Context: an optimization exercise on an open-source flow, tuned for small area, a short achievable clock period and few clock cycles per item. The choices shown serve that exercise and are no tape-out recipe. Function was not checked in any run shown here: the RTL went through the layout flow alone. No activity file was given, so power comes from the tool's default toggle rates.

### design.v
`default_nettype none
module eigen2x2_fx #(
  parameter int WIDTH = 32,
  parameter int FRAC  = 16
) (
  input  logic             clk,
  input  logic             rst,
  input  logic             start,
  input  logic [WIDTH-1:0] a1,
  input  logic [WIDTH-1:0] a2,
  input  logic [WIDTH-1:0] a3,
  input  logic [WIDTH-1:0] a4,
  output logic             busy,
  output logic             done,
  output logic [WIDTH-1:0] v1,
  output logic [WIDTH-1:0] v2,
  output logic             complex,
  output logic             ovf
);
  localparam int CW = 36;    
  logic busy_q, done_q;
  logic p_diff, p_mul1, p_mul, p_abs, p_sqrt, p_f1, p_f2;
  logic [5:0] cnt_q;
  logic [2:0] jt_q;             
  logic s1_acc, s1_s2;          
  logic b2_one, b2_two, b2_neg;
  logic b3_one, b3_two, b3_neg;
  logic corr_q;                 
  logic signed [33:0] acc_q;    
  logic [33:0]        y_q;      
  logic signed [34:0] x_q;      
  logic signed [35:0] z_q;      
  logic signed [31:0] w_q;      
  logic signed [32:0] s_q;      
  logic               neg_q, ovf_q;
  localparam int NK = 5;
  logic [NK-1:0] fit;
  for (genvar i = 0; i < NK; i++) begin : g_fit
    localparam int K = 7 + 2*i;
    wire [34-(2*K-1):0] xs = x_q[34:2*K-1];
    wire [31-(2*K-3):0] ws = w_q[31:2*K-3];
    assign fit[i] = ((&xs) | ~(|xs)) & ((&ws) | ~(|ws));
  end
  logic [2:0] jt_d;
  always_comb begin
    jt_d = 3'(NK);
    for (int i = NK-1; i >= 0; i--)
      if (fit[i]) jt_d = 3'(i);
  end
  function automatic logic [5:0] jof(input logic [2:0] t);
    jof = 6'(7 + 2*int'(t));
  endfunction
  logic [1:0]    pair_n;        
  logic          n2;            
  logic [CW-1:0] in1, in2, in3, csa_s, csa_c, cpa;
  logic [CW-1:0] xe, ze, m2, m3;
  assign pair_n = acc_q[31:30] ^ {2{p_abs ? acc_q[33] : neg_q}};
  assign n2     = b2_neg ^ (p_sqrt & z_q[35]);
  assign xe = CW'(x_q);
  assign ze = CW'(z_q);
  always_comb begin
    in1 = ({CW{s1_acc}} & CW'(acc_q)) | ({CW{s1_s2}} & CW'($signed({s_q, 1'b0})));
    m2  = ({CW{b2_one}} & xe) | ({CW{b2_two}} & {xe[CW-2:0], 1'b0});
    in2 = m2 ^ {CW{n2}};
    if (p_sqrt) in2[1:0] = 2'b11;
    m3  = ({CW{b3_one}} & {ze[CW-3:0], 2'b00}) | ({CW{b3_two}} & {ze[CW-4:0], 3'b000});
    in3 = m3 ^ {{(CW-2){b3_neg}}, 2'b00};
    if (p_sqrt) in3[1:0] = pair_n;
    else        in3[1:0] = {b3_neg | corr_q, b2_neg};
    csa_s = in1 ^ in2 ^ in3;
    csa_c = {((in1[CW-2:0] & in2[CW-2:0]) | (in1[CW-2:0] & in3[CW-2:0]) |
              (in2[CW-2:0] & in3[CW-2:0])), b3_neg};
    cpa   = csa_s + csa_c + CW'(b3_neg);
  end
  logic [33:0] h;
  logic        h_ovf;
  logic [31:0] h_sat;
  assign h     = cpa[CW-1:2];
  assign h_ovf = ~((&h[33:31]) | ~(|h[33:31]));
  assign h_sat = h_ovf ? {h[33], {31{~h[33]}}} : h[31:0];
  logic c_d;
  assign c_d = z_q[35] ? (&z_q) : (z_q == 36'(x_q));
  logic [2:0] rem0;
  assign rem0 = {1'b0, pair_n} - 3'd1;
  logic acc_start, cnt0;
  logic n_diff, n_mul1, n_mul, n_abs, n_sqrt, n_f1, n_f2;
  assign acc_start = ~busy_q & start;
  assign cnt0      = (cnt_q == '0);
  assign n_diff    = acc_start;
  assign n_mul1    = p_diff;
  assign n_mul     = p_mul1 | (p_mul & ~cnt0);
  assign n_abs     = p_mul & cnt0;
  assign n_sqrt    = p_abs | (p_sqrt & ~cnt0);
  assign n_f1      = p_sqrt & cnt0;
  assign n_f2      = p_f1;
  always_ff @(posedge clk or posedge rst) begin
    if (rst) begin
      busy_q <= 1'b0; done_q <= 1'b0;
      p_diff <= 1'b0; p_mul1 <= 1'b0; p_mul <= 1'b0; p_abs <= 1'b0;
      p_sqrt <= 1'b0; p_f1 <= 1'b0; p_f2 <= 1'b0;
    end else begin
      busy_q <= acc_start | (busy_q & ~p_f2);
      done_q <= p_f2;
      p_diff <= n_diff; p_mul1 <= n_mul1; p_mul <= n_mul; p_abs <= n_abs;
      p_sqrt <= n_sqrt; p_f1 <= n_f1; p_f2 <= n_f2;
    end
  end
  always_ff @(posedge clk) begin
    s1_acc <= n_diff | n_mul1 | n_mul;
    s1_s2  <= n_abs | n_f1 | (n_f2 & ~neg_q);
    b2_one <= 1'b0; b2_two <= 1'b0; b2_neg <= 1'b0;
    b3_one <= 1'b0; b3_two <= 1'b0; b3_neg <= 1'b0;
    corr_q <= 1'b0;
    if (n_diff) begin
      b2_one <= 1'b1; b2_neg <= 1'b1;
    end
    if (n_mul1) begin    
      b2_one <= cpa[0];
      b2_two <= cpa[1] & ~cpa[0];
      b2_neg <= cpa[1];
      b3_one <= w_q[0];
      b3_two <= w_q[1] & ~w_q[0];
      b3_neg <= w_q[1];
    end
    if (n_mul) begin
      b2_one <= y_q[2] ^ y_q[1];
      b2_two <= (y_q[3] & ~y_q[2] & ~y_q[1]) | (~y_q[3] & y_q[2] & y_q[1]);
      b2_neg <= y_q[3];
      b3_one <= w_q[2] ^ w_q[1];
      b3_two <= (w_q[3] & ~w_q[2] & ~w_q[1]) | (~w_q[3] & w_q[2] & w_q[1]);
      b3_neg <= w_q[3];
    end
    if (n_abs) b2_one <= 1'b1;
    if (n_sqrt) begin
      b2_two <= 1'b1; b2_neg <= 1'b1; b3_one <= 1'b1;
    end
    if (n_f1) b2_one <= ~neg_q;
    if (n_f2) begin
      b2_one <= 1'b1; b2_neg <= ~neg_q; corr_q <= neg_q & c_d;
    end
  end
  always_ff @(posedge clk) begin
    if (!busy_q)               acc_q <= 34'($signed(a1));
    else if (p_diff)           acc_q <= '0;
    else if (p_mul1 | p_mul)   acc_q <= cpa[35:2];
    else                       acc_q <= {acc_q[31:0], y_q[33:32]};
    if (p_diff)                y_q <= cpa[33:0];
    else if (p_mul1 | p_mul)   y_q <= {cpa[1:0], y_q[33:2]};
    else                       y_q <= {y_q[31:0], 2'b00};
    if (!busy_q)               x_q <= 35'($signed(a4));
    else if (p_diff)           x_q <= cpa[34:0];
    else if (p_abs)            x_q <= {33'd0, |pair_n, 1'b0};
    else if (p_sqrt)           x_q <= {x_q[33:1], ~cpa[CW-1], 1'b0};
    if (!busy_q)               z_q <= 36'($signed(a2));
    else if (p_abs)            z_q <= 36'($signed(rem0));
    else if (p_sqrt)           z_q <= cpa;
    else if (p_f2)             z_q[33:2] <= h_sat;
    if (!busy_q)               w_q <= a3;
    else if (p_mul1 | p_mul)   w_q <= {{2{w_q[31]}}, w_q[31:2]};
    else if (p_f1)             w_q <= h_sat;
    if (!busy_q)               s_q <= 33'($signed(a4));
    else if (p_abs)            s_q <= cpa[32:0];
    if (p_abs)                 neg_q <= acc_q[33];
    if (p_f1)                  ovf_q <= h_ovf;
    else if (p_f2)             ovf_q <= ovf_q | h_ovf;
    if (p_mul1) begin
      cnt_q <= jof(jt_d) - 6'd2;
      jt_q  <= jt_d;
    end else if (p_abs) begin
      cnt_q <= jof(jt_q) + 6'd14;
    end else begin
      cnt_q <= cnt_q - 6'd1;
    end
  end
  assign busy    = busy_q;
  assign done    = done_q;
  assign v1      = w_q;
  assign v2      = z_q[33:2];
  assign complex = neg_q;
  assign ovf     = ovf_q;
endmodule
`default_nettype wire
### run.sh
#!/bin/bash
# synth_recipe.tcl (not shown) runs the flow's synth.tcl, then flattens the netlist and writes it again
# the make line also repeats each setting of config.mk as NAME=value (left out here)
make -C /OpenROAD-flow-scripts/flow DESIGN_CONFIG=/design/flow/config.mk WORK_HOME=/design/flow/orfs CLKGATE_MAP_FILE= SYNTH_SCRIPT=/design/flow/synth_recipe.tcl finish
### config.mk
export PLATFORM = sky130hd
export DESIGN_NAME = eigen2x2_fx
export DESIGN_NICKNAME = eigen2x2_fx
export VERILOG_FILES = /design/flow/design.v
export SDC_FILE = /design/flow/constraint.sdc
export NUM_CORES = 4
export LEC_CHECK = 0
export CAP_MARGIN = 20
export CORE_MARGIN = 2
export CORE_UTILIZATION = 40
export SETUP_SLACK_MARGIN = 5
export SLEW_MARGIN = 20
### constraint.sdc
create_clock -name core_clock -period 10.0 [get_ports {clk}]
set_input_delay 2.0000 -clock core_clock [delete_from_list [all_inputs] [get_ports {clk}]]
set_output_delay 2.0000 -clock core_clock [all_outputs]
set_load 0.01 [all_outputs]
==> flow_metrics.env, run 1 <==
export IMPL_maxSlewHeadroom=0.262
export IMPL_fp_row_count=73
export IMPL_crit_path_max_incr_delay_ns=0.57
export IMPL_yosys_warnings=1
export IMPL_grt_usage=0.286
export IMPL_drcViolationCount=0
export IMPL_cts_hold_buf=0
export IMPL_whs_ns=0.483
export IMPL_tightest_slew_ns=1.11
export IMPL_ys_seq_area_frac=0.380
export IMPL_hold_class="reg2reg"
export IMPL_critPathLaunch="p_abs"
export IMPL_final_util=0.507
export IMPL_die_w_um=205
export IMPL_cts_buffer_depth=3
export IMPL_report_final_slew_viol_count=0
export IMPL_fin_crit_sh=0.495
export IMPL_gp_congestion=0.935
export IMPL_layoutNonFillerInstCount=2412
export IMPL_first_pass_iters=5
export IMPL_clkSinkCount=233
export IMPL_cts_root_buf="clkbuf_16"
export IMPL_peakVddDrop_mv=0.0969
export IMPL_cp_num_buf_inv=5
export IMPL_fmax_mhz=202
export IMPL_crit_path_end="z_q[15]"
export IMPL_worstPathArrival_ns=5.22
export IMPL_criticalPathCategory="reg2reg"
export IMPL_htree_levels=1
export IMPL_async_flop_share=0.0386
export IMPL_synth_flop_cell="edfxtp_1"
export IMPL_crit_path_start_kind="register"
export IMPL_critical_path_cell_chain="mux2i_4 -> xnor2_2 -> mux2_4 -> fa_1 -> inv_1 -> ha_2 -> or2_4 -> fa_2 -> a21o_1 -> a221oi_4 -> o21a_2 -> a21oi_4 -> o211ai_2 -> and3b_2 -> buf_6 -> o31ai_4 -> buf_12 -> o21bai_4 -> buf_12 -> clkbuf_16 -> o221ai_1"
export IMPL_nNetsFinal=2075
export IMPL_power_mw=2.09
export IMPL_r2r_end="z_q[15]"
export IMPL_skew_ns=0.0150
export IMPL_num_vias=14467
export IMPL_dp_slack_ns=3.69
export IMPL_wl_per_cell_um=25.6
export IMPL_dpl_cell_count=2314
export IMPL_dp_final_hpwl_um=43600
export IMPL_area_growth_pct=25.1
export IMPL_cap_violations=0
export IMPL_antenna_found_initial=0
export IMPL_placed_cell_area_sq_um=18300
export IMPL_cts_inserted_buffers=27
export IMPL_grt_pass1_wl_um=90100
export IMPL_grt_pass1_vias=14338
export IMPL_syn_avg_cell_area_sq_um=9.40
export IMPL_antennaDiodeCount=0
export IMPL_overflow=0
export IMPL_finalHoldViolations=0
export IMPL_reg2regPathDepth=21
export IMPL_synth_nets=1921
export IMPL_slowest_stage="fa_1"
export IMPL_crit_path_frequent_cell="buf_12"
export IMPL_totalWireLength_um=61800
export IMPL_synth_seq_cells=233
export IMPL_finalWorstSetupSlack_ns=5.05
export IMPL_synth_edf_count=140
export IMPL_port_buffers=198
export IMPL_status="complete, no violations"
export IMPL_power_per_cell_area_nw_per_um2=104
export IMPL_worstPathRequired_ns=10.27
export IMPL_die_area_sq_um=41900
export IMPL_netlist_area_sq_um=16100
export IMPL_clock_latency_ns=0.56
export IMPL_path_delay_family="compound AO/OA/AOI/OAI gates"
export IMPL_final_cell_area_sq_um=20100
export IMPL_detail_route_vias_per_cell=6.00
export IMPL_first_iter_violations=1439
export IMPL_setup_viol=0
export IMPL_synthCells=1712
export IMPL_grt_max_degree=61
export IMPL_drive_gt1_frac=0.129
export IMPL_rsz0062_at_grt="yes"
export IMPL_start_util=0.405
export IMPL_die_h_um=205
export IMPL_r2r_start="p_abs"
export IMPL_synth_cell_types=79
export IMPL_setup_tns_ns=0
export IMPL_post_route_min_period_ns=4.95
export IMPL_io_pins=199
export IMPL_coreArea_sq_um=39700
export IMPL_cts_tree="built"
export IMPL_crit_path_max_fanout=8
export IMPL_clkTransAtPathRegs_ns=0.06
export IMPL_path_depth=21
export IMPL_ant_nets=0
export IMPL_setup_worst_path_end_class="register"
export IMPL_p_leak_nw=7.90
export IMPL_reg2reg_slack_ns=5.05
## how the worst min path moves through the flow
stage	end	slack (ns)	cells past startpoint	from
floorplan	done_q	0.38	0	p_f2
global placement	p_f2	0.45	0	p_f1
detailed placement	p_f2	0.47	0	p_f1
CTS	p_f2	0.48	0	p_f1
global route	p_f2	0.49	0	p_f1
finish	done_q	0.48	0	p_f2
## what timing repair did
item,4_1_cts,5_1_grt
pin swaps,11,19
endpoints found under the setup margin,138,77
gates resized for setup,34,52
buffers inserted,19,23
gates cloned,4,2
## power breakdown
part,leakage (nW),switching (mW),internal (mW)
Clock,0.454,0.417,0.605
Combinational,5.38,0.0157,0.0456
Sequential,2.07,0,1.01
Total,7.90,0.433,1.66
## layer usage
metal | vias up | track usage | part of all wire
met5 | - | 0 | 0
met2 | 663 | 0.468 | 0.47
met3 | 128 | 0.0358 | 0.073
met1 | 7176 | 0.387 | 0.42
li1 | 6500 | - | -
met4 | 0 | 0.108 | 0.041
## logic make-up after synthesis
group,synth area share
mux,0.0545
buf+inv,0.0743
compound gates,0.214
xor+xnor,0.0807
simple gates,0.120
flops,0.380
fa+ha+maj,0.0774
## layout make-up
cell class	count	area, sq um
clock inverters	12	119
well taps	525	657
multi-input cells	1203	9220
clock buffers	38	797
flip-flops and latches	233	6130
fillers	3743	19600
inverters	134	503
repair buffers	267	2720
## cells in the final DEF, fill, tap and decap left out, drive strengths merged, types with 55 or more instances in the layout
| master | synthesis | routed |
|---|---|---|
| a21oi | 84 | 84 |
| a22oi | 96 | 96 |
| buf | 61 | 67 |
| clkdlybuf4s50 | 0 | 198 |
| dfxtp | 84 | 84 |
| edfxtp | 140 | 140 |
| inv | 133 | 135 |
| mux2i | 55 | 55 |
| nand2 | 138 | 138 |
| nor2 | 138 | 138 |
| o21ai | 82 | 82 |
| xnor2 | 80 | 80 |
| xor2 | 65 | 65 |
## registers in the layout, indices dropped and copies added (netlist names), 3 cells and up
name   count
acc_q     34
y_q       34
z_q       36
s_q       33
cnt_q      6
jt_q       3
w_q       32
x_q       35
## worst reg2reg max path: stages (launching register included)
cell       delay, ns
dfrtp_2         0.44
mux2i_4         0.21
xnor2_2         0.18
mux2_4          0.29
fa_1            0.57
inv_1           0.05
ha_2            0.17
or2_4           0.23
fa_2            0.36
a21o_1          0.20
a221oi_4        0.25
o21a_2          0.24
a21oi_4         0.09
o211ai_2        0.22
and3b_2         0.26
buf_6           0.11
o31ai_4         0.07
buf_12          0.17
o21bai_4        0.15
buf_12          0.16
clkbuf_16       0.18
o221ai_1        0.10
## synthesized netlist by cell type (all sizes together) (14+ instances only)
master	count	share of area
clkbuf	82	0.019
a22oi	96	0.045
a221oi	32	0.022
nor3	14	0.0044
nand3	18	0.0056
dfxtp	84	0.10
buf	61	0.024
nand2	138	0.032
and3	14	0.0054
nand4	26	0.010
inv	133	0.031
mux2i	55	0.034
nor2	138	0.032
xnor2	80	0.045
ha	42	0.033
o21ai	82	0.026
a31oi	30	0.013
xor2	65	0.036
mux2	29	0.020
o221ai	30	0.016
fa	36	0.045
o2bb2ai	26	0.014
a21oi	84	0.028
nor4	16	0.0062
edfxtp	140	0.26
a21o	20	0.0093
==> inputs of run 2 (changes only) <==
--- a/design.v
+++ b/design.v
@@ -26,13 +26,17 @@
   logic b2_one, b2_two, b2_neg;
   logic b3_one, b3_two, b3_neg;
   logic corr_q;                 
+  logic [1:0] lo3_q;            
+  logic n2_q;                   
+  logic pend3_q;                
   logic signed [33:0] acc_q;    
   logic [33:0]        y_q;      
   logic signed [34:0] x_q;      
   logic signed [35:0] z_q;      
   logic signed [31:0] w_q;      
   logic signed [32:0] s_q;      
-  logic               neg_q, ovf_q;
+  logic               neg_q;
+  logic               o1_q, o2_q;    
   localparam int NK = 5;
   logic [NK-1:0] fit;
   for (genvar i = 0; i < NK; i++) begin : g_fit
@@ -54,8 +58,8 @@
   logic          n2;            
   logic [CW-1:0] in1, in2, in3, csa_s, csa_c, cpa;
   logic [CW-1:0] xe, ze, m2, m3;
-  assign pair_n = acc_q[31:30] ^ {2{p_abs ? acc_q[33] : neg_q}};
-  assign n2     = b2_neg ^ (p_sqrt & z_q[35]);
+  assign pair_n = acc_q[31:30] ^ {2{neg_q}};
+  assign n2     = n2_q;
   assign xe = CW'(x_q);
   assign ze = CW'(z_q);
   always_comb begin
@@ -65,19 +69,36 @@
     if (p_sqrt) in2[1:0] = 2'b11;
     m3  = ({CW{b3_one}} & {ze[CW-3:0], 2'b00}) | ({CW{b3_two}} & {ze[CW-4:0], 3'b000});
     in3 = m3 ^ {{(CW-2){b3_neg}}, 2'b00};
-    if (p_sqrt) in3[1:0] = pair_n;
-    else        in3[1:0] = {b3_neg | corr_q, b2_neg};
+    in3[1:0] = lo3_q;
     csa_s = in1 ^ in2 ^ in3;
     csa_c = {((in1[CW-2:0] & in2[CW-2:0]) | (in1[CW-2:0] & in3[CW-2:0]) |
-              (in2[CW-2:0] & in3[CW-2:0])), b3_neg};
-    cpa   = csa_s + csa_c + CW'(b3_neg);
+              (in2[CW-2:0] & in3[CW-2:0])), pend3_q};
+  end
+  logic [CW-1:0] pg_g [0:6];
+  logic [CW-1:0] pg_p [0:6];
+  logic [CW-1:0] hs;
+  always_comb begin
+    hs = csa_s ^ csa_c;
+    pg_g[0] = csa_s & csa_c;
+    pg_p[0] = hs;
+    for (int l = 0; l < 6; l++) begin
+      for (int i = 0; i < CW; i++) begin
+        if (i >= (1 << l)) begin
+          pg_g[l+1][i] = pg_g[l][i] | (pg_p[l][i] & pg_g[l][i - (1 << l)]);
+          pg_p[l+1][i] = pg_p[l][i] & pg_p[l][i - (1 << l)];
+        end else begin
+          pg_g[l+1][i] = pg_g[l][i];
+          pg_p[l+1][i] = pg_p[l][i];
+        end
+      end
+    end
+    cpa[0] = hs[0];
+    for (int i = 1; i < CW; i++) cpa[i] = hs[i] ^ pg_g[6][i-1];
   end
   logic [33:0] h;
   logic        h_ovf;
-  logic [31:0] h_sat;
   assign h     = cpa[CW-1:2];
   assign h_ovf = ~((&h[33:31]) | ~(|h[33:31]));
-  assign h_sat = h_ovf ? {h[33], {31{~h[33]}}} : h[31:0];
   logic c_d;
   assign c_d = z_q[35] ? (&z_q) : (z_q == 36'(x_q));
   logic [2:0] rem0;
@@ -125,10 +146,10 @@
     if (n_mul) begin
       b2_one <= y_q[2] ^ y_q[1];
       b2_two <= (y_q[3] & ~y_q[2] & ~y_q[1]) | (~y_q[3] & y_q[2] & y_q[1]);
-      b2_neg <= y_q[3];
+      b2_neg <= y_q[3] & ~(y_q[2] & y_q[1]);
       b3_one <= w_q[2] ^ w_q[1];
       b3_two <= (w_q[3] & ~w_q[2] & ~w_q[1]) | (~w_q[3] & w_q[2] & w_q[1]);
-      b3_neg <= w_q[3];
+      b3_neg <= w_q[3] & ~(w_q[2] & w_q[1]);
     end
     if (n_abs) b2_one <= 1'b1;
     if (n_sqrt) begin
@@ -138,6 +159,19 @@
     if (n_f2) begin
       b2_one <= 1'b1; b2_neg <= ~neg_q; corr_q <= neg_q & c_d;
     end
+    pend3_q <= b3_neg;
+    n2_q <= 1'b0;
+    if (n_diff) n2_q <= 1'b1;
+    if (n_mul1) n2_q <= cpa[1];
+    if (n_mul)  n2_q <= y_q[3] & ~(y_q[2] & y_q[1]);
+    if (n_sqrt) n2_q <= p_abs ? (|pair_n) : ~cpa[CW-1];
+    if (n_f2)   n2_q <= ~neg_q;
+    lo3_q <= 2'b00;
+    if (n_diff) lo3_q <= 2'b01;
+    if (n_mul1) lo3_q <= {1'b0, cpa[1]};
+    if (n_mul)  lo3_q <= {1'b0, y_q[3] & ~(y_q[2] & y_q[1])};
+    if (n_sqrt) lo3_q <= acc_q[29:28] ^ {2{neg_q}};
+    if (n_f2)   lo3_q <= {neg_q & c_d, ~neg_q};
   end
   always_ff @(posedge clk) begin
     if (!busy_q)               acc_q <= 34'($signed(a1));
@@ -154,15 +188,15 @@
     if (!busy_q)               z_q <= 36'($signed(a2));
     else if (p_abs)            z_q <= 36'($signed(rem0));
     else if (p_sqrt)           z_q <= cpa;
-    else if (p_f2)             z_q[33:2] <= h_sat;
+    else if (p_f2)             z_q[33:2] <= h[31:0];
     if (!busy_q)               w_q <= a3;
     else if (p_mul1 | p_mul)   w_q <= {{2{w_q[31]}}, w_q[31:2]};
-    else if (p_f1)             w_q <= h_sat;
+    else if (p_f1)             w_q <= h[31:0];
     if (!busy_q)               s_q <= 33'($signed(a4));
     else if (p_abs)            s_q <= cpa[32:0];
-    if (p_abs)                 neg_q <= acc_q[33];
-    if (p_f1)                  ovf_q <= h_ovf;
-    else if (p_f2)             ovf_q <= ovf_q | h_ovf;
+    if (p_mul & cnt0)          neg_q <= cpa[CW-1];
+    if (p_f1)                  o1_q <= h_ovf;
+    if (p_f2)                  o2_q <= h_ovf;
     if (p_mul1) begin
       cnt_q <= jof(jt_d) - 6'd2;
       jt_q  <= jt_d;
@@ -174,9 +208,9 @@
   end
   assign busy    = busy_q;
   assign done    = done_q;
-  assign v1      = w_q;
-  assign v2      = z_q[33:2];
+  assign v1      = o1_q ? 32'h7fff_ffff : w_q;
+  assign v2      = o2_q ? {~neg_q, {31{neg_q}}} : z_q[33:2];
   assign complex = neg_q;
-  assign ovf     = ovf_q;
+  assign ovf     = o1_q | o2_q;
 endmodule
 `default_nettype wire
==> flow/run.sh (new file) <==
#!/bin/bash
set -euo pipefail
MARGIN=7
bash standard.sh SETUP_SLACK_MARGIN=$MARGIN finish > standard_flow.log 2>&1
==> standard.sh (new file) <==
#!/bin/bash
# synth_recipe.tcl (not shown) runs the flow's synth.tcl, then flattens the netlist and writes it again
# the make line also repeats each setting of config.mk as NAME=value (left out here)
make -C /OpenROAD-flow-scripts/flow DESIGN_CONFIG=/design/flow/config.mk WORK_HOME=/design/flow/orfs CLKGATE_MAP_FILE= SYNTH_SCRIPT=/design/flow/synth_recipe.tcl "${@:-finish}"
--- a/config.mk
+++ b/config.mk
@@ -8,5 +8,4 @@
 export CAP_MARGIN = 20
 export CORE_MARGIN = 2
 export CORE_UTILIZATION = 40
-export SETUP_SLACK_MARGIN = 5
 export SLEW_MARGIN = 20
removed: run.sh
==> flow_metrics.env, run 2 <==
export IMPL_finalWorstSetupSlack_ns=5.73
export IMPL_criticalPathCategory="reg2reg"
export IMPL_cts_hold_buf=0
export IMPL_power_per_cell_area_nw_per_um2=86.5
export IMPL_clkSinkCount=236
export IMPL_grt_pass1_wl_um=102000
export IMPL_tightest_slew_ns=0.968
export IMPL_fp_row_count=73
export IMPL_reg2reg_slack_ns=5.73
export IMPL_wl_per_cell_um=26.6
export IMPL_yosys_warnings=3
export IMPL_area_growth_pct=50.4
export IMPL_synth_area_leaders="edfxtp_1, dfxtp_1, xor2_1"
export IMPL_rsz0062_at_grt="yes"
export IMPL_grt_max_degree=87
export IMPL_busiest_layer="met2"
export IMPL_port_buffers=198
export IMPL_first_pass_iters=8
export IMPL_comb_power_share=0.028
export IMPL_crit_path_max_incr_delay_ns=0.45
export IMPL_reg2regPathDepth=16
export IMPL_drive_gt1_frac=0.332
export IMPL_antennaDiodeCount=0
export IMPL_cts_tree="built"
export IMPL_r2r_start="b2_one"
export IMPL_first_iter_violations=1612
export IMPL_hold_class="reg2reg"
export IMPL_reg_top3="z_q: 36 flops, x_q: 35 flops"
export IMPL_setup_worst_path_end_class="register"
export IMPL_nNetsFinal=2337
export IMPL_synthCells=1776
export IMPL_synth_top_cell_by_area="edfxtp_1"
export IMPL_die_h_um=204
export IMPL_drcViolationCount=0
export IMPL_p_switching_mw=0.454
export IMPL_power_internal_mw=1.63
export IMPL_num_vias=16026
export IMPL_worstPathArrival_ns=4.68
export IMPL_crit_path_max_fanout=10
export IMPL_peakVddDrop_mv=0.118
export IMPL_gp_congestion=0.932
export IMPL_hold_path_startpoint="p_f2"
export IMPL_clock_latency_ns=0.58
export IMPL_pwr_share_seq=0.489
export IMPL_dp_final_hpwl_um=45500
export IMPL_p_leak_nw=9.63
export IMPL_grt_usage=0.334
export IMPL_synth_seq_cells=236
export IMPL_cts_buffer_depth=3
export IMPL_dp_slack_ns=5.18
export IMPL_coreArea_sq_um=39600
export IMPL_layout_commonest_cell="edfxtp_1"
export IMPL_seq_area_sq_um=6220
export IMPL_synth_flop_cell="edfxtp_1"
export IMPL_min_delay_path_depth=0
export IMPL_met2_usage=0.531
export IMPL_crit_path_start_kind="register"
export IMPL_post_route_min_period_ns=4.27
export IMPL_overflow=0
export IMPL_async_flop_share=0.0381
export IMPL_whs_endpoint="done_q"
export IMPL_clkTransAtPathRegs_ns=0.06
export IMPL_p_clk_frac=0.483
export IMPL_report_final_slew_viol_count=0
export IMPL_met1_usage=0.434
export IMPL_synth_edf_count=142
export IMPL_cts_inserted_buffers=27
export IMPL_fmax_mhz=234
export IMPL_use_met3=0.0552
export IMPL_nFillCells=3361
export IMPL_yosys_top_cells_count="nand2_1, edfxtp_1, nor2_1"
export IMPL_slowest_stage="fa_1"
export IMPL_critical_path_cell_chain="buf_12 -> and3_4 -> o21bai_4 -> fa_1 -> ha_2 -> fa_2 -> a21oi_4 -> nor2_4 -> o31ai_4 -> o2111ai_4 -> nand4_1 -> nand3_4 -> o31a_1 -> or3_4 -> nand2_4 -> mux2i_4"
export IMPL_r2r_end="o1_q"
export IMPL_synth_nets=1986
export IMPL_synth_cell_types=60
export IMPL_cts_root_buf="clkbuf_16"
export IMPL_path_delay_family="simple AND/OR/NAND/NOR gates"
export IMPL_setup_viol=0
export IMPL_ys_seq_area_frac=0.387
export IMPL_path_depth=16
export IMPL_multi_input_area_sq_um=11200
export IMPL_start_util=0.404
export IMPL_worstPathRequired_ns=10.41
export IMPL_antenna_found_initial=0
export IMPL_switching_share=0.218
export IMPL_regMostFlops="z_q"
export IMPL_yosysMostFrequentCell="nand2_1"
export IMPL_totalWireLength_um=71200
export IMPL_netlist_area_sq_um=16000
export IMPL_fin_crit_sh=0.427
export IMPL_die_w_um=204
export IMPL_syn_avg_cell_area_sq_um=9.01
export IMPL_die_area_sq_um=41600
export IMPL_netlist_area_leader_share=0.266
export IMPL_detail_route_vias_per_cell=6.00
export IMPL_cap_violations=0
export IMPL_finalHoldViolations=0
export IMPL_maxSlewHeadroom=0.355
export IMPL_ant_nets=0
export IMPL_final_cell_mix="edfxtp_1, nand2_1, clkdlybuf4s50_1"
export IMPL_htree_levels=1
export IMPL_grt_pass1_vias=15650
export IMPL_setup_tns_ns=0
export IMPL_largest_reg_flops=36
export IMPL_io_pins=199
export IMPL_skew_ns=0.0231
export IMPL_status="complete, no violations"
export IMPL_cp_num_buf_inv=1
export IMPL_whs_ns=0.509
-- run 2: worst max-delay path by stage --
stage                      start       to
after detailed placement    n2_q  x_q[34]
after CTS                 b2_one     o1_q
final                     b2_one     o1_q
after global routing      b2_one  x_q[34]
after floorplan           b3_one  x_q[33]
after global placement      n2_q  x_q[34]
-- run 2: per-layer routing --
| metal | up-vias | share of wire |
|---|---|---|
| li1 | 7062 | - |
| met1 | 7837 | 0.39 |
| met2 | 888 | 0.45 |
| met3 | 239 | 0.086 |
| met4 | 0 | 0.069 |
| met5 | - | 0 |
-- run 2: cell type report --
class,instances,share of cell area
clock inverters,10,0.00239
multi-input cells,1301,0.465
clock buffers,40,0.0339
flip-flops and latches,236,0.259
well taps,525,0.0273
inverters,120,0.0189
repair buffers,441,0.194
-- run 2: logic make-up (layout without fill, tap and decap cells) --
| kind of cell | count (synthesis) | in the layout | synth area share |
|---|---|---|---|
| flops | 236 | 236 | 0.387 |
| xor+xnor | 159 | 159 | 0.0875 |
| fa+ha+maj | 79 | 79 | 0.0787 |
| mux | 72 | 72 | 0.0471 |
| compound gates | 503 | 503 | 0.201 |
| buf+inv | 243 | 611 | 0.0575 |
| simple gates | 484 | 488 | 0.141 |
-- run 2: power by group through the flow --
stage | logic (mW) | clock network [mW] | registers, mW
final | 0.0590 | 1.00 | 1.02
after global routing | 0.0615 | 1.05 | 1.02
after CTS | 0.0590 | 1.01 | 1.02
after detailed placement | 0.0585 | 0 | 1.04
after global placement | 0.0588 | 0 | 1.04
after floorplan | 0.00151 | 0 | 1.04
-- run 2: timing repair --
action,in CTS,in global routing
gates cloned,16,1
endpoints found under the setup margin,281,265
pin swaps,98,108
buffers inserted,149,59
resized for setup,638,206
-- run 2: per-stage QoR --
stage	power (mW)	cells	area, sq um	utilization
2_1_floorplan	1.04	1776	16400	-
3_3_place_gp	1.10	2398	18600	0.470
3_5_place_dp	1.10	2398	18600	0.470
4_1_cts	2.08	2613	22700	0.573
5_1_grt	2.13	2673	24100	0.607
6_report	2.08	2673	24100	0.607
==> inputs of run 3 (changes only) <==
==> run.sh (new file) <==
#!/bin/bash
# synth_recipe.tcl (not shown) runs the flow's synth.tcl, then flattens the netlist and writes it again
# the make line also repeats each setting of config.mk as NAME=value (left out here)
make -C /OpenROAD-flow-scripts/flow DESIGN_CONFIG=/design/flow/config.mk WORK_HOME=/design/flow/orfs CLKGATE_MAP_FILE= SYNTH_SCRIPT=/design/flow/synth_recipe.tcl finish
--- a/config.mk
+++ b/config.mk
@@ -8,4 +8,5 @@
 export CAP_MARGIN = 20
 export CORE_MARGIN = 2
 export CORE_UTILIZATION = 40
+export SETUP_SLACK_MARGIN = 5
 export SLEW_MARGIN = 20
removed: flow/run.sh
removed: standard.sh
==> flow_metrics.env, run 3 <==
export IMPL_clock_latency_ns=0.57
export IMPL_detail_route_vias_per_cell=5.89
export IMPL_synth_nets=1986
export IMPL_wl_per_cell_um=25.2
export IMPL_cts_root_buf="clkbuf_16"
export IMPL_yosysMostFrequentCell="nand2_1"
export IMPL_setup_tns_ns=0
export IMPL_totalWireLength_um=61800
export IMPL_synth_compound_area_frac=0.201
export IMPL_overflow=0
export IMPL_async_flop_share=0.0381
export IMPL_synthCells=1776
export IMPL_ys_seq_area_frac=0.387
export IMPL_synth_cell_types=60
export IMPL_clkSinkCount=236
export IMPL_nNetsFinal=2113
export IMPL_p_clk_frac=0.476
export IMPL_cts_buffer_depth=3
export IMPL_post_route_min_period_ns=4.81
export IMPL_setup_viol=0
export IMPL_die_h_um=204
export IMPL_hold_class="reg2reg"
export IMPL_first_iter_violations=1253
export IMPL_clkTransAtPathRegs_ns=0.06
export IMPL_netlist_area_sq_um=16000
export IMPL_io_pins=199
export IMPL_drcViolationCount=0
export IMPL_nFillCells=3862
export IMPL_synth_fa_ha_area_frac=0.0787
export IMPL_grt_usage=0.296
export IMPL_coreArea_sq_um=39600
export IMPL_dp_final_hpwl_um=45400
export IMPL_status="complete, no violations"
export IMPL_p_leak_nw=7.76
export IMPL_grt_max_degree=85
export IMPL_synth_area_leaders="edfxtp_1, dfxtp_1, xor2_1"
export IMPL_tightest_slew_ns=1.03
export IMPL_fmax_mhz=208
export IMPL_crit_path_max_incr_delay_ns=0.48
export IMPL_port_buffers=198
export IMPL_gp_congestion=0.962
export IMPL_synth_xor_area_share=0.0875
export IMPL_ant_nets=0
export IMPL_layoutNonFillerInstCount=2448
export IMPL_worstPathArrival_ns=5.17
export IMPL_drive_gt1_frac=0.0754
export IMPL_cp_num_buf_inv=1
export IMPL_maxSlewHeadroom=0.315
export IMPL_reg_top3="z_q: 36 flops, x_q: 35 flops"
export IMPL_antennaDiodeCount=0
export IMPL_yosys_warnings=3
export IMPL_slowest_stage="fa_1"
export IMPL_report_final_slew_viol_count=0
export IMPL_power_per_cell_area_nw_per_um2=107
export IMPL_fin_crit_sh=0.481
export IMPL_layout_commonest_cell="clkdlybuf4s50_1"
export IMPL_netlist_area_leader_share=0.266
export IMPL_start_util=0.404
export IMPL_die_area_sq_um=41600
export IMPL_peakVddDrop_mv=0.108
export IMPL_syn_avg_cell_area_sq_um=9.01
export IMPL_final_cell_mix="clkdlybuf4s50_1, nand2_1, edfxtp_1"
export IMPL_num_vias=14408
export IMPL_path_delay_family="compound AO/OA/AOI/OAI gates"
export IMPL_power_mw=2.06
export IMPL_regMostFlops="z_q"
export IMPL_yosys_top_cells_count="nand2_1, edfxtp_1, nor2_1"
export IMPL_grt_pass1_wl_um=91500
export IMPL_area_growth_pct=20.5
export IMPL_rsz0062_at_grt="no"
export IMPL_critical_path_cell_chain="buf_6 -> and3_1 -> o21bai_1 -> fa_1 -> ha_1 -> fa_1 -> a21oi_1 -> nor2_1 -> o31ai_1 -> o2111ai_2 -> nand4_1 -> nand3_1 -> o31a_1 -> or3_1 -> nand2_1 -> mux2i_1"
export IMPL_criticalPathCategory="reg2reg"
export IMPL_synth_top_cell_by_area="edfxtp_1"
export IMPL_synth_simple_area_share=0.141
export IMPL_synth_flop_cell="edfxtp_1"
export IMPL_crit_path_max_fanout=37
export IMPL_skew_ns=0.0313
export IMPL_crit_path_frequent_cell="fa_1"
export IMPL_finalHoldViolations=0
export IMPL_die_w_um=204
export IMPL_yosys_mux_area_fraction=0.0471
export IMPL_power_internal_mw=1.62
export IMPL_fp_row_count=73
export IMPL_switching_share=0.214
export IMPL_comb_power_share=0.028
export IMPL_cts_inserted_buffers=27
export IMPL_htree_levels=1
export IMPL_synth_edf_count=142
export IMPL_cap_violations=0
export IMPL_setup_worst_path_end_class="register"
export IMPL_p_switching_mw=0.441
export IMPL_worstPathRequired_ns=10.36
export IMPL_synth_top_family_by_area="compound AO/OA/AOI/OAI gates"
export IMPL_cts_tree="built"
export IMPL_antenna_found_initial=0
export IMPL_pwr_share_seq=0.496
export IMPL_dpl_cell_count=2399
export IMPL_grt_pass1_vias=14037
export IMPL_synth_seq_cells=236
export IMPL_first_pass_iters=7
export IMPL_crit_path_start_kind="register"
export IMPL_largest_reg_flops=36
==> run 3: cell counts after synthesis <==
Identical to the previous run, type by type.
==> run 3: layer usage <==
metal | wire length, um | track usage | vias to the layer above
met5 | 0 | 0 | -
met4 | 2850 | 0.121 | 0
met3 | 4540 | 0.0356 | 118
met2 | 28500 | 0.479 | 668
met1 | 25800 | 0.401 | 7022
li1 | - | - | 6600
==> run 3: metrics by stage <==
stage / worst slack [ns] / instance area (sq um) / hold slack [ns] / utilization
global route: 5.01 / 19300 / 0.540 / 0.486
detailed placement: 4.87 / 18400 / 0.491 / 0.463
finish: 5.19 / 19300 / 0.518 / 0.486
floorplan: 5.55 / 16000 / 0.329 / -
global placement: 4.96 / 18400 / 0.493 / 0.463
CTS: 5.11 / 19200 / 0.512 / 0.485
==> run 3: logic make-up after synthesis <==
| group | Yosys count |
|---|---|
| AO/OA/AOI/OAI | 503 |
| XOR/XNOR | 159 |
| adder cells (fa/ha/maj) | 79 |
| buffers and inverters | 243 |
| flip-flops | 236 |
| multiplexers | 72 |
| AND/OR/NAND/NOR | 484 |
==> run 3: power by group through the flow <==
stage	sequential, mW	clock, mW	combinational [mW]
finish	1.02	0.979	0.0581
global route	1.02	1.03	0.0610
CTS	1.02	0.990	0.0586
detailed placement	1.04	0	0.0582
global placement	1.04	0	0.0585
floorplan	1.04	0	0.00148
==> run 3: path summary, 6_finish.rpt <==
kind,depth (start not counted),slack [ns],startpoint,end
setup reg to reg,16,5.19,b2_one,o1_q
setup / recovery,16,5.19,b2_one,o1_q
hold / removal,2,0.52,y_q[0],y_q[2]
max in group asynchronous,2,7.94,rst,busy_q
min in group asynchronous,2,1.74,rst,busy_q
hold reg to reg,2,0.52,y_q[0],y_q[2]
==> run 3: area by class of cell <==
cell class / count / area, sq um / area share
clock inverter: 11 / 86.3 / 0.00448
multi-input combinational: 1297 / 8950 / 0.464
timing repair buffer: 221 / 2170 / 0.113
clock buffer: 38 / 757 / 0.0393
inverter: 120 / 453 / 0.0235
tap: 525 / 657 / 0.0341
sequential: 236 / 6200 / 0.321
==> run 3: what timing repair did <==
item / 4_1_cts / 5_1_grt
hold buffers: 0 / 0
setup endpoints to repair: 7 / 42
setup buffers: 0 / 0
pin swaps: 0 / 0
resized for setup: 2 / 12
==> run 3: worst register-to-register path, stage by stage (launching register included) <==
cell	delay (ns)
dfxtp_1	0.33
buf_6	0.28
and3_1	0.21
o21bai_1	0.08
fa_1	0.48
ha_1	0.23
fa_1	0.47
a21oi_1	0.20
nor2_1	0.14
o31ai_1	0.42
o2111ai_2	0.24
nand4_1	0.14
nand3_1	0.26
o31a_1	0.36
or3_1	0.40
nand2_1	0.12
mux2i_1	0.28
==> inputs of run 4 (changes only) <==
--- a/design.v
+++ b/design.v
@@ -33,16 +33,16 @@
   logic [33:0]        y_q;      
   logic signed [34:0] x_q;      
   logic signed [35:0] z_q;      
-  logic signed [31:0] w_q;      
+  logic signed [33:0] w_q;      
   logic signed [32:0] s_q;      
   logic               neg_q;
-  logic               o1_q, o2_q;    
+  logic               o1_q;          
   localparam int NK = 5;
   logic [NK-1:0] fit;
   for (genvar i = 0; i < NK; i++) begin : g_fit
     localparam int K = 7 + 2*i;
     wire [34-(2*K-1):0] xs = x_q[34:2*K-1];
-    wire [31-(2*K-3):0] ws = w_q[31:2*K-3];
+    wire [33-(2*K-3):0] ws = w_q[33:2*K-3];
     assign fit[i] = ((&xs) | ~(|xs)) & ((&ws) | ~(|ws));
   end
   logic [2:0] jt_d;
@@ -96,9 +96,7 @@
     for (int i = 1; i < CW; i++) cpa[i] = hs[i] ^ pg_g[6][i-1];
   end
   logic [33:0] h;
-  logic        h_ovf;
   assign h     = cpa[CW-1:2];
-  assign h_ovf = ~((&h[33:31]) | ~(|h[33:31]));
   logic c_d;
   assign c_d = z_q[35] ? (&z_q) : (z_q == 36'(x_q));
   logic [2:0] rem0;
@@ -188,15 +186,14 @@
     if (!busy_q)               z_q <= 36'($signed(a2));
     else if (p_abs)            z_q <= 36'($signed(rem0));
     else if (p_sqrt)           z_q <= cpa;
-    else if (p_f2)             z_q[33:2] <= h[31:0];
-    if (!busy_q)               w_q <= a3;
-    else if (p_mul1 | p_mul)   w_q <= {{2{w_q[31]}}, w_q[31:2]};
-    else if (p_f1)             w_q <= h[31:0];
+    else if (p_f2)             z_q <= cpa;
+    if (!busy_q)               w_q <= 34'($signed(a3));
+    else if (p_mul1 | p_mul)   w_q <= {{2{w_q[33]}}, w_q[33:2]};
+    else if (p_f1)             w_q <= h;
     if (!busy_q)               s_q <= 33'($signed(a4));
     else if (p_abs)            s_q <= cpa[32:0];
     if (p_mul & cnt0)          neg_q <= cpa[CW-1];
-    if (p_f1)                  o1_q <= h_ovf;
-    if (p_f2)                  o2_q <= h_ovf;
+    o1_q <= ~((&w_q[33:31]) | ~(|w_q[33:31]));
     if (p_mul1) begin
       cnt_q <= jof(jt_d) - 6'd2;
       jt_q  <= jt_d;
@@ -208,9 +205,11 @@
   end
   assign busy    = busy_q;
   assign done    = done_q;
-  assign v1      = o1_q ? 32'h7fff_ffff : w_q;
-  assign v2      = o2_q ? {~neg_q, {31{neg_q}}} : z_q[33:2];
+  logic o2;
+  assign o2      = ~((&z_q[35:33]) | ~(|z_q[35:33]));
+  assign v1      = o1_q ? 32'h7fff_ffff : w_q[31:0];
+  assign v2      = o2 ? {~neg_q, {31{neg_q}}} : z_q[33:2];
   assign complex = neg_q;
-  assign ovf     = o1_q | o2_q;
+  assign ovf     = o1_q | o2;
 endmodule
 `default_nettype wire
==> flow_metrics.env, run 4 <==
export IMPL_status="complete, no violations"
export IMPL_reg_top3="z_q: 36 flops, x_q: 35 flops"
export IMPL_maxSlewHeadroom=0.274
export IMPL_grt_max_degree=185
export IMPL_gp_congestion=0.929
export IMPL_cts_root_buf="clkbuf_16"
export IMPL_reg2regPathDepth=13
export IMPL_cts_buffer_depth=3
export IMPL_first_pass_iters=5
export IMPL_finalHoldViolations=0
export IMPL_rsz0062_at_grt="yes"
export IMPL_grt_usage=0.292
export IMPL_criticalPathCategory="reg2out"
export IMPL_path_delay_family="buffers and inverters"
export IMPL_layout_commonest_cell="clkdlybuf4s50_1"
export IMPL_coreArea_sq_um=39900
export IMPL_cts_tree="built"
export IMPL_use_met3=0.0605
export IMPL_overflow=0
export IMPL_setup_worst_path_end_class="output pin"
export IMPL_yosys_top_cells_count="nand2_1, edfxtp_1, nor2_1"
export IMPL_finalWorstSetupSlack_ns=5.12
export IMPL_yosys_warnings=3
export IMPL_busiest_layer="met1"
export IMPL_dp_slack_ns=4.76
export IMPL_grt_pass1_vias=14397
export IMPL_drcViolationCount=0
export IMPL_report_final_slew_viol_count=0
export IMPL_crit_path_max_incr_delay_ns=0.53
export IMPL_ant_nets=0
export IMPL_netlist_area_sq_um=16200
export IMPL_synth_seq_cells=237
export IMPL_hold_class="reg2reg"
export IMPL_critical_path_cell_chain="or3_1 -> nand2_1 -> clkbuf_8 -> nor2_2 -> buf_4 -> a21o_1 -> clkdlybuf4s50_1"
export IMPL_num_vias=14948
export IMPL_setup_viol=0
export IMPL_largest_reg_flops=36
export IMPL_setup_tns_ns=0
export IMPL_worstPathRequired_ns=8.00
export IMPL_clkTransAtPathRegs_ns=0.06
export IMPL_synth_area_leaders="edfxtp_1, dfxtp_1, xor2_1"
export IMPL_whs_ns=0.459
export IMPL_peakVddDrop_mv=0.123
export IMPL_synth_flop_cell="edfxtp_1"
export IMPL_ys_seq_area_frac=0.383
export IMPL_fp_row_count=73
export IMPL_totalWireLength_um=62400
export IMPL_synthCells=1787
export IMPL_p_leak_nw=7.79
export IMPL_met2_usage=0.421
export IMPL_met1_usage=0.434
export IMPL_cts_hold_buf=0
export IMPL_htree_levels=1
export IMPL_die_h_um=205
export IMPL_regMostFlops="z_q"
export IMPL_crit_path_max_fanout=33
export IMPL_die_w_um=205
export IMPL_skew_ns=0.0406
export IMPL_syn_avg_cell_area_sq_um=9.08
export IMPL_detail_route_vias_per_cell=6.07
export IMPL_io_pins=199
export IMPL_slowest_stage="edfxtp_1"
export IMPL_async_flop_share=0.0380
export IMPL_tightest_slew_ns=1.09
export IMPL_final_cell_mix="clkdlybuf4s50_1, nand2_1, edfxtp_1"
export IMPL_power_per_cell_area_nw_per_um2=108
export IMPL_cap_violations=0
export IMPL_worstPathArrival_ns=2.88
export IMPL_drive_gt1_frac=0.0872
export IMPL_wl_per_cell_um=25.4
export IMPL_post_route_min_period_ns=4.88
export IMPL_cp_num_buf_inv=3
export IMPL_fmax_mhz=205
export IMPL_path_depth=7
export IMPL_netlist_area_leader_share=0.263
export IMPL_cts_inserted_buffers=28
export IMPL_min_delay_path_depth=0
export IMPL_yosysMostFrequentCell="nand2_1"
export IMPL_grt_pass1_wl_um=92100
export IMPL_area_growth_pct=20.8
export IMPL_clock_latency_ns=0.59
export IMPL_antenna_found_initial=0
export IMPL_dp_final_hpwl_um=45500
export IMPL_clkSinkCount=237
export IMPL_nNetsFinal=2125
export IMPL_fin_crit_sh=0.488
export IMPL_port_buffers=198
export IMPL_synth_nets=1997
export IMPL_synth_edf_count=142
export IMPL_crit_path_start_kind="register"
export IMPL_die_area_sq_um=42200
export IMPL_synth_cell_types=80
export IMPL_start_util=0.407
export IMPL_synth_top_cell_by_area="edfxtp_1"
export IMPL_first_iter_violations=1755
-- run 4: changes by cell type in the layout (fill, tap and decap cells not counted), sizes merged, moves of 11 or more --
| cell | before | now |
|---|---|---|
| nor3 | 9 | 24 |
| a21oi | 108 | 130 |
| o21ai | 126 | 103 |
| mux2i | 46 | 35 |
| xnor2 | 61 | 41 |
| inv | 120 | 87 |
| nand2 | 153 | 167 |
| a21o | 17 | 51 |
| a22o | 25 | 14 |
-- run 4: stage by stage --
stage | cell area [sq um] | power, mW | cells | util
global placement | 18600 | 1.11 | 2408 | 0.466
detailed placement | 18600 | 1.10 | 2408 | 0.466
floorplan | 16200 | 1.05 | 1787 | -
finish | 19600 | 2.13 | 2463 | 0.491
CTS | 19500 | 2.13 | 2460 | 0.489
global route | 19600 | 2.17 | 2462 | 0.491
-- run 4: worst paths after layout --
check                      startpoint  slack (ns)  endpoint
max in group asynchronous         rst        7.99    busy_q
hold reg to reg                  p_f2        0.46    done_q
hold / removal                   p_f2        0.46    done_q
setup reg to reg               b2_one        5.16   w_q[14]
min in group asynchronous         rst        1.72    done_q
setup / recovery              z_q[33]        5.12    v2[28]
-- run 4: logic make-up after synthesis --
family	after synthesis	share of synthesized area
muxes	59	0.0382
DFF	237	0.383
xor gates and xnor gates	148	0.0808
AOI/OAI and AO/OA	540	0.222
buffers and inverters	215	0.0510
and+or+nand+nor	509	0.147
adders and majority gates	79	0.0775
-- run 4: report_power, final --
| part | switching [mW] | internal [mW] | total [mW] | leakage (nW) |
|---|---|---|---|---|
| Combinational | 0.0156 | 0.0451 | 0.0606 | 5.21 |
| Sequential | 0 | 1.02 | 1.02 | 2.12 |
| Clock | 0.435 | 0.606 | 1.04 | 0.463 |
-- run 4: repair_timing --
item | in CTS | in global routing
resized for setup | 1 | 7
endpoints found under the setup margin | 36 | 84
endpoints found under the hold margin | 0 | 0
pin swaps | 0 | 1
setup buffers | 0 | 2
-- run 4: area by class of cell --
| cell class | instances | area [sq um] |
|---|---|---|
| Sequential cell | 237 | 6220 |
| Fill cell | 3797 | 20300 |
| Clock inverter | 14 | 146 |
| Antenna cell | 1 | 2.50 |
| Timing Repair Buffer | 225 | 2220 |
| Multi-Input combinational cell | 1335 | 9240 |
| Inverter | 88 | 330 |
| Tap cell | 525 | 657 |
| Clock buffer | 38 | 790 |
-- run 4: metal layers --
layer | vias to the layer above | part of all wire
met5 | - | 0
met3 | 96 | 0.10
met2 | 798 | 0.42
met4 | 0 | 0.034
met1 | 7342 | 0.44
li1 | 6712 | -
==> inputs of run 5 (changes only) <==
--- a/design.v
+++ b/design.v
@@ -30,7 +30,7 @@
   logic n2_q;                   
   logic pend3_q;                
   logic signed [33:0] acc_q;    
-  logic [33:0]        y_q;      
+  logic               py_q;     
   logic signed [34:0] x_q;      
   logic signed [35:0] z_q;      
   logic signed [33:0] w_q;      
@@ -101,16 +101,17 @@
   assign c_d = z_q[35] ? (&z_q) : (z_q == 36'(x_q));
   logic [2:0] rem0;
   assign rem0 = {1'b0, pair_n} - 3'd1;
-  logic acc_start, cnt0;
+  logic acc_start, mul_end, sq_end;
   logic n_diff, n_mul1, n_mul, n_abs, n_sqrt, n_f1, n_f2;
   assign acc_start = ~busy_q & start;
-  assign cnt0      = (cnt_q == '0);
+  assign mul_end   = (cnt_q == jof(jt_q));
+  assign sq_end    = (cnt_q == 6'(2*jof(jt_q) + 6'd16));
   assign n_diff    = acc_start;
   assign n_mul1    = p_diff;
-  assign n_mul     = p_mul1 | (p_mul & ~cnt0);
-  assign n_abs     = p_mul & cnt0;
-  assign n_sqrt    = p_abs | (p_sqrt & ~cnt0);
-  assign n_f1      = p_sqrt & cnt0;
+  assign n_mul     = p_mul1 | (p_mul & ~mul_end);
+  assign n_abs     = p_mul & mul_end;
+  assign n_sqrt    = p_abs | (p_sqrt & ~sq_end);
+  assign n_f1      = p_sqrt & sq_end;
   assign n_f2      = p_f1;
   always_ff @(posedge clk or posedge rst) begin
     if (rst) begin
@@ -124,6 +125,9 @@
       p_sqrt <= n_sqrt; p_f1 <= n_f1; p_f2 <= n_f2;
     end
   end
+  logic xo, xv;
+  assign xo = x_q[{cnt_q[4:0], 1'b1}];
+  assign xv = x_q[{cnt_q[4:0], 1'b0}];
   always_ff @(posedge clk) begin
     s1_acc <= n_diff | n_mul1 | n_mul;
     s1_s2  <= n_abs | n_f1 | (n_f2 & ~neg_q);
@@ -142,9 +146,9 @@
       b3_neg <= w_q[1];
     end
     if (n_mul) begin
-      b2_one <= y_q[2] ^ y_q[1];
-      b2_two <= (y_q[3] & ~y_q[2] & ~y_q[1]) | (~y_q[3] & y_q[2] & y_q[1]);
-      b2_neg <= y_q[3] & ~(y_q[2] & y_q[1]);
+      b2_one <= xv ^ py_q;
+      b2_two <= (xo & ~xv & ~py_q) | (~xo & xv & py_q);
+      b2_neg <= xo & ~(xv & py_q);
       b3_one <= w_q[2] ^ w_q[1];
       b3_two <= (w_q[3] & ~w_q[2] & ~w_q[1]) | (~w_q[3] & w_q[2] & w_q[1]);
       b3_neg <= w_q[3] & ~(w_q[2] & w_q[1]);
@@ -161,13 +165,13 @@
     n2_q <= 1'b0;
     if (n_diff) n2_q <= 1'b1;
     if (n_mul1) n2_q <= cpa[1];
-    if (n_mul)  n2_q <= y_q[3] & ~(y_q[2] & y_q[1]);
+    if (n_mul)  n2_q <= xo & ~(xv & py_q);
     if (n_sqrt) n2_q <= p_abs ? (|pair_n) : ~cpa[CW-1];
     if (n_f2)   n2_q <= ~neg_q;
     lo3_q <= 2'b00;
     if (n_diff) lo3_q <= 2'b01;
     if (n_mul1) lo3_q <= {1'b0, cpa[1]};
-    if (n_mul)  lo3_q <= {1'b0, y_q[3] & ~(y_q[2] & y_q[1])};
+    if (n_mul)  lo3_q <= {1'b0, xo & ~(xv & py_q)};
     if (n_sqrt) lo3_q <= acc_q[29:28] ^ {2{neg_q}};
     if (n_f2)   lo3_q <= {neg_q & c_d, ~neg_q};
   end
@@ -175,10 +179,8 @@
     if (!busy_q)               acc_q <= 34'($signed(a1));
     else if (p_diff)           acc_q <= '0;
     else if (p_mul1 | p_mul)   acc_q <= cpa[35:2];
-    else                       acc_q <= {acc_q[31:0], y_q[33:32]};
-    if (p_diff)                y_q <= cpa[33:0];
-    else if (p_mul1 | p_mul)   y_q <= {cpa[1:0], y_q[33:2]};
-    else                       y_q <= {y_q[31:0], 2'b00};
+    else                       acc_q <= {acc_q[31:0], w_q[33:32]};
+    py_q <= p_diff ? cpa[1] : xo;
     if (!busy_q)               x_q <= 35'($signed(a4));
     else if (p_diff)           x_q <= cpa[34:0];
     else if (p_abs)            x_q <= {33'd0, |pair_n, 1'b0};
@@ -188,20 +190,15 @@
     else if (p_sqrt)           z_q <= cpa;
     else if (p_f2)             z_q <= cpa;
     if (!busy_q)               w_q <= 34'($signed(a3));
-    else if (p_mul1 | p_mul)   w_q <= {{2{w_q[33]}}, w_q[33:2]};
+    else if (p_mul1 | p_mul)   w_q <= {cpa[1:0], w_q[33:2]};
+    else if (p_abs | p_sqrt)   w_q <= {w_q[31:0], 2'b00};
     else if (p_f1)             w_q <= h;
     if (!busy_q)               s_q <= 33'($signed(a4));
     else if (p_abs)            s_q <= cpa[32:0];
-    if (p_mul & cnt0)          neg_q <= cpa[CW-1];
+    if (p_mul & mul_end)       neg_q <= cpa[CW-1];
     o1_q <= ~((&w_q[33:31]) | ~(|w_q[33:31]));
-    if (p_mul1) begin
-      cnt_q <= jof(jt_d) - 6'd2;
-      jt_q  <= jt_d;
-    end else if (p_abs) begin
-      cnt_q <= jof(jt_q) + 6'd14;
-    end else begin
-      cnt_q <= cnt_q - 6'd1;
-    end
+    if (p_mul1) jt_q <= jt_d;
+    cnt_q <= p_diff ? 6'd1 : cnt_q + 6'd1;
   end
   assign busy    = busy_q;
   assign done    = done_q;
==> flow/run.sh (new file) <==
#!/bin/bash
set -euo pipefail
MARGIN=6
bash standard.sh SETUP_SLACK_MARGIN=$MARGIN finish > standard_flow.log 2>&1
==> standard.sh (new file) <==
#!/bin/bash
# synth_recipe.tcl (not shown) runs the flow's synth.tcl, then flattens the netlist and writes it again
# the make line also repeats each setting of config.mk as NAME=value (left out here)
make -C /OpenROAD-flow-scripts/flow DESIGN_CONFIG=/design/flow/config.mk WORK_HOME=/design/flow/orfs CLKGATE_MAP_FILE= SYNTH_SCRIPT=/design/flow/synth_recipe.tcl "${@:-finish}"
--- a/config.mk
+++ b/config.mk
@@ -8,5 +8,4 @@
 export CAP_MARGIN = 20
 export CORE_MARGIN = 2
 export CORE_UTILIZATION = 40
-export SETUP_SLACK_MARGIN = 5
 export SLEW_MARGIN = 20
removed: run.sh
==> flow_metrics.env, run 5 <==
export IMPL_status="complete, no violations"
export IMPL_skew_ns=0.0204
export IMPL_tightest_slew_ns=1.04
export IMPL_drcViolationCount=0
export IMPL_nNetsFinal=2194
export IMPL_synth_seq_cells=204
export IMPL_dp_final_hpwl_um=47100
export IMPL_criticalPathCategory="reg2out"
export IMPL_post_route_min_period_ns=4.21
export IMPL_totalWireLength_um=71800
export IMPL_crit_path_start_kind="register"
export IMPL_die_h_um=202
export IMPL_final_cell_mix="clkdlybuf4s50_1, edfxtp_1, nand2_1"
export IMPL_cts_hold_buf=0
export IMPL_wl_per_cell_um=28.5
export IMPL_die_area_sq_um=40800
export IMPL_crit_path_max_fanout=6
export IMPL_fp_row_count=72
export IMPL_synth_top_cell_by_area="edfxtp_1"
export IMPL_antenna_found_initial=3
export IMPL_gp_congestion=1.01
export IMPL_synth_edf_count=142
export IMPL_p_leak_nw=8.62
export IMPL_setup_worst_path_end_class="output pin"
export IMPL_finalWorstSetupSlack_ns=5.79
export IMPL_clock_latency_ns=0.55
export IMPL_netlist_area_sq_um=15700
export IMPL_synth_area_leaders="edfxtp_1, dfxtp_1, xor2_1"
export IMPL_first_iter_violations=2093
export IMPL_clkSinkCount=204
export IMPL_ant_nets=0
export IMPL_hold_class="reg2reg"
export IMPL_coreArea_sq_um=38600
export IMPL_netlist_area_leader_share=0.272
export IMPL_yosys_top_cells_count="edfxtp_1, nand2_1, nor2_1"
export IMPL_cts_inserted_buffers=25
export IMPL_io_pins=199
export IMPL_power_per_cell_area_nw_per_um2=84.5
export IMPL_grt_usage=0.332
export IMPL_grt_max_degree=74
export IMPL_detail_route_vias_per_cell=6.36
export IMPL_rsz0062_at_grt="yes"
export IMPL_ys_seq_area_frac=0.354
export IMPL_grt_pass1_wl_um=101000
export IMPL_finalHoldViolations=0
export IMPL_cap_violations=0
export IMPL_dp_slack_ns=4.78
export IMPL_reg_top3="z_q: 36 flops, x_q: 35 flops"
export IMPL_port_buffers=198
export IMPL_cts_root_buf="clkbuf_16"
export IMPL_synthCells=1712
export IMPL_die_w_um=202
export IMPL_syn_avg_cell_area_sq_um=9.16
export IMPL_start_util=0.406
export IMPL_yosysMostFrequentCell="edfxtp_1"
export IMPL_fin_crit_sh=0.421
export IMPL_overflow=0
export IMPL_regMostFlops="z_q"
export IMPL_area_growth_pct=39.1
export IMPL_fmax_mhz=238
export IMPL_report_final_slew_viol_count=0
export IMPL_setup_viol=0
export IMPL_yosys_warnings=3
export IMPL_htree_levels=1
export IMPL_cts_tree="built"
export IMPL_worstPathRequired_ns=8.00
export IMPL_clkTransAtPathRegs_ns=0.06
export IMPL_synth_cell_types=83
export IMPL_synth_nets=1921
export IMPL_maxSlewHeadroom=0.304
export IMPL_largest_reg_flops=36
export IMPL_grt_pass1_vias=15264
export IMPL_async_flop_share=0.0441
export IMPL_cts_buffer_depth=3
export IMPL_first_pass_iters=5
export IMPL_peakVddDrop_mv=0.0922
export IMPL_worstPathArrival_ns=2.21
export IMPL_layout_commonest_cell="clkdlybuf4s50_1"
export IMPL_num_vias=16040
export IMPL_synth_flop_cell="edfxtp_1"
export IMPL_drive_gt1_frac=0.255
export IMPL_setup_tns_ns=0
-- run 5: cell count changes after synthesis, moves of 9 or more --
cell / before / now
dfxtp_1: 86 / 53
mux2i_1: 35 / 24
xnor2_1: 40 / 50
a31oi_1: 48 / 36
a21oi_1: 129 / 117
o211ai_1: 13 / 22
o21ai_0: 92 / 82
nor2_1: 131 / 119
nand2_1: 167 / 129
and3_1: 25 / 35
o2bb2ai_1: 8 / 21
-- run 5: per-stage QoR --
stage	hold WS (ns)	area [sq um]	total power, mW	util	std cells
after floorplan	0.329	15700	0.912	-	1712
after global placement	0.382	18000	0.970	0.467	2328
after detailed placement	0.389	18000	0.970	0.467	2328
after CTS	0.403	20400	1.85	0.528	2464
after global routing	0.416	21800	1.88	0.564	2520
final	0.404	21800	1.84	0.564	2521
-- run 5: where the power goes --
group | leakage [nW] | switching (mW) | internal, mW
Sequential | 1.85 | 0 | 0.890
Clock | 0.374 | 0.385 | 0.509
Combinational | 6.39 | 0.0147 | 0.0452
-- run 5: final cells by class --
class	instances	area (sq um)
antenna	1	2.50
clock buffer	31	648
clock inverter	13	116
fill	3357	16800
inverter	90	338
multi-input combinational	1289	10700
sequential	204	5580
tap	518	648
timing repair buffer	375	3720
-- run 5: final timing paths --
check | from | end | slack, ns | depth (start not counted)
max reg2reg | b3_one | z_q[35] | 5.80 | 17
min reg2reg | p_f2 | done_q | 0.40 | 0
max in group asynchronous | rst | busy_q | 7.93 | 2
min | p_f2 | done_q | 0.40 | 0
min in group asynchronous | rst | p_sqrt | 1.75 | 2
max | z_q[34] | v2[22] | 5.79 | 8
-- run 5: timing repair --
item                                    4_1_cts  5_1_grt
cloned                                        8        6
setup buffers                                84       50
endpoints found under the setup margin      214      165
pin swaps                                    39       79
resized for setup                           300      159
endpoints found under the hold margin         0        0
-- run 5: layer usage --
metal  vias up  global-route usage  wire length [um]
met2      1128               0.529             32400
met3       263              0.0550              7510
met1      7793               0.437             27300
met5         -                   0                10
met4         2               0.163              4680
li1       6854                   -                 -
-- run 5: worst max-delay path, cell delays in order, from the launching register on --
cell and delay (ns):
edfxtp_1 0.46, or3_4 0.43, nand2_8 0.10, buf_8 0.12, buf_12 0.10, buf_16 0.12
buf_6 0.10, a21o_1 0.10, buf_2 0.12
-- run 5: cells by family after synthesis --
kind of cell	after synthesis	synth area share
AO/OA/AOI/OAI	529	0.231
AND/OR/NAND/NOR	470	0.147
XOR/XNOR	153	0.0859
flip-flops	204	0.354
buffers and inverters	219	0.0543
adder cells (fa/ha/maj)	78	0.0795
multiplexers	59	0.0491
==> inputs of run 6 (changes only) <==
==> run.sh (new file) <==
#!/bin/bash
# synth_recipe.tcl (not shown) runs the flow's synth.tcl, then flattens the netlist and writes it again
# the make line also repeats each setting of config.mk as NAME=value (left out here)
make -C /OpenROAD-flow-scripts/flow DESIGN_CONFIG=/design/flow/config.mk WORK_HOME=/design/flow/orfs CLKGATE_MAP_FILE= SYNTH_SCRIPT=/design/flow/synth_recipe.tcl finish
--- a/config.mk
+++ b/config.mk
@@ -8,4 +8,5 @@
 export CAP_MARGIN = 20
 export CORE_MARGIN = 2
 export CORE_UTILIZATION = 40
+export SETUP_SLACK_MARGIN = 5
 export SLEW_MARGIN = 20
removed: flow/run.sh
removed: standard.sh
==> flow_metrics.env, run 6 <==
export IMPL_status="complete, no violations"
export IMPL_synthCells=1712
export IMPL_setup_viol=0
export IMPL_placed_cell_area_sq_um=18000
export IMPL_power_internal_mw=1.54
export IMPL_clock_latency_ns=0.57
export IMPL_pwr_share_seq=0.459
export IMPL_p_clk_frac=0.510
export IMPL_start_util=0.406
export IMPL_largest_reg_flops=36
export IMPL_clkTransAtPathRegs_ns=0.06
export IMPL_power_mw=1.94
export IMPL_syn_avg_cell_area_sq_um=9.16
export IMPL_synth_edf_count=142
export IMPL_cts_buffer_depth=3
export IMPL_die_area_sq_um=40800
export IMPL_criticalPathCategory="reg2reg"
export IMPL_first_pass_iters=5
export IMPL_die_w_um=202
export IMPL_maxSlewHeadroom=0.231
export IMPL_crit_path_max_incr_delay_ns=0.88
export IMPL_async_flop_share=0.0441
export IMPL_ys_seq_area_frac=0.354
export IMPL_layout_commonest_cell="clkdlybuf4s50_1"
export IMPL_wl_per_cell_um=27.5
export IMPL_grt_pass1_wl_um=96800
export IMPL_crit_path_max_fanout=20
export IMPL_tightest_slew_ns=1.14
export IMPL_synth_nets=1921
export IMPL_synth_top_cell_by_area="edfxtp_1"
export IMPL_reg_top3="z_q: 36 flops, x_q: 35 flops"
export IMPL_setup_tns_ns=0
export IMPL_skew_ns=0.0229
export IMPL_finalWorstSetupSlack_ns=5.16
export IMPL_peakVddDrop_mv=0.112
export IMPL_yosysMostFrequentCell="edfxtp_1"
export IMPL_overflow=0
export IMPL_cap_violations=0
export IMPL_final_util=0.493
export IMPL_yosys_warnings=3
export IMPL_num_vias=14752
export IMPL_first_iter_violations=1401
export IMPL_clkSinkCount=204
export IMPL_final_cell_mix="clkdlybuf4s50_1, edfxtp_1, nand2_1"
export IMPL_grt_usage=0.317
export IMPL_gp_congestion=0.989
export IMPL_nFillCells=3599
export IMPL_totalWireLength_um=65500
export IMPL_setup_worst_path_end_class="register"
export IMPL_ant_nets=0
export IMPL_cts_hold_buf=0
export IMPL_synth_flop_cell="edfxtp_1"
export IMPL_fmax_mhz=206
export IMPL_netlist_area_sq_um=15700
export IMPL_antenna_found_initial=3
export IMPL_grt_max_degree=78
export IMPL_fin_crit_sh=0.484
export IMPL_netlist_area_leader_share=0.272
export IMPL_nNetsFinal=2047
export IMPL_dpl_cell_count=2327
export IMPL_reg2reg_slack_ns=5.16
export IMPL_cts_root_buf="clkbuf_16"
export IMPL_die_h_um=202
export IMPL_p_leak_nw=7.59
export IMPL_multi_input_area_sq_um=9400
export IMPL_worstPathArrival_ns=5.23
export IMPL_whs_ns=0.408
export IMPL_cts_tree="built"
export IMPL_drive_gt1_frac=0.0990
export IMPL_io_pins=199
export IMPL_crit_path_start_kind="register"
## run 6: cell counts after synthesis
Identical to the previous run, type by type.
## run 6: logic make-up (layout without fill, tap and decap cells)
logic type               Yosys count  count (layout)  synth area share
AO/OA/AOI/OAI                    529             529             0.231
AND/OR/NAND/NOR                  470             470             0.147
buffers and inverters            219             365            0.0543
flip-flops                       204             204             0.354
XOR/XNOR                         153             153            0.0859
adder cells (fa/ha/maj)           78              78            0.0795
multiplexers                      59              59            0.0491
other                              0               2                 0
## run 6: final cells by class
type                       count  area share
multi-input combinational   1289       0.493
sequential                   204       0.292
timing repair buffer         227       0.116
clock buffer                  39      0.0400
tap                          518      0.0340
inverter                      90      0.0177
clock inverter                 9     0.00664
antenna                        2    0.000263
## run 6: what timing repair did
item	in CTS	in global routing
buffers inserted	0	1
gates resized for setup	8	10
gates cloned	0	0
pin swaps	0	2
setup endpoints to repair	53	79
## run 6: power by group through the flow
stage          clock network (mW)  registers (mW)  logic [mW]
6_report                    0.991           0.892      0.0592
5_1_grt                      1.03           0.892      0.0625
2_1_floorplan                   0           0.910     0.00200
3_3_place_gp                    0           0.910      0.0596
4_1_cts                      1.00           0.892      0.0598
3_5_place_dp                    0           0.910      0.0593
## run 6: critical path: cells and delay by family, from the launching register on
| kind | cells | cell delay (ns) |
|---|---|---|
| AO/OA/AOI/OAI | 6 | 1.04 |
| XOR/XNOR | 1 | 0.88 |
| AND/OR/NAND/NOR | 4 | 0.89 |
| buffers and inverters | 1 | 0.30 |
| flip-flops | 1 | 0.54 |
| adder cells (fa/ha/maj) | 3 | 0.98 |
## run 6: final timing paths
kind	from	endpoint	cells past startpoint
max reg2reg	n2_q	w_q[12]	15
min in group asynchronous	rst	done_q	2
min	p_f2	done_q	0
max	n2_q	w_q[12]	15
max in group asynchronous	rst	busy_q	2
min reg2reg	p_f2	done_q	0
## run 6: routing by layer
metal | global-route usage | share of wire | wire length (um) | up-vias
li1 | - | - | - | 6542
met1 | 0.422 | 0.42 | 27400 | 7277
met2 | 0.509 | 0.45 | 29600 | 775
met3 | 0.0663 | 0.086 | 5630 | 154
met4 | 0.113 | 0.042 | 2750 | 4
met5 | 0 | 0.00032 | 21 | -

Check on run 6: ideal ports give 5.156 ns setup slack; a clkbuf_16 on the clock port and buf_2 on the inputs give 5.118 ns; moving port delays by the midpoint clock arrival (0.609 ns) as well gives 5.156 ns.
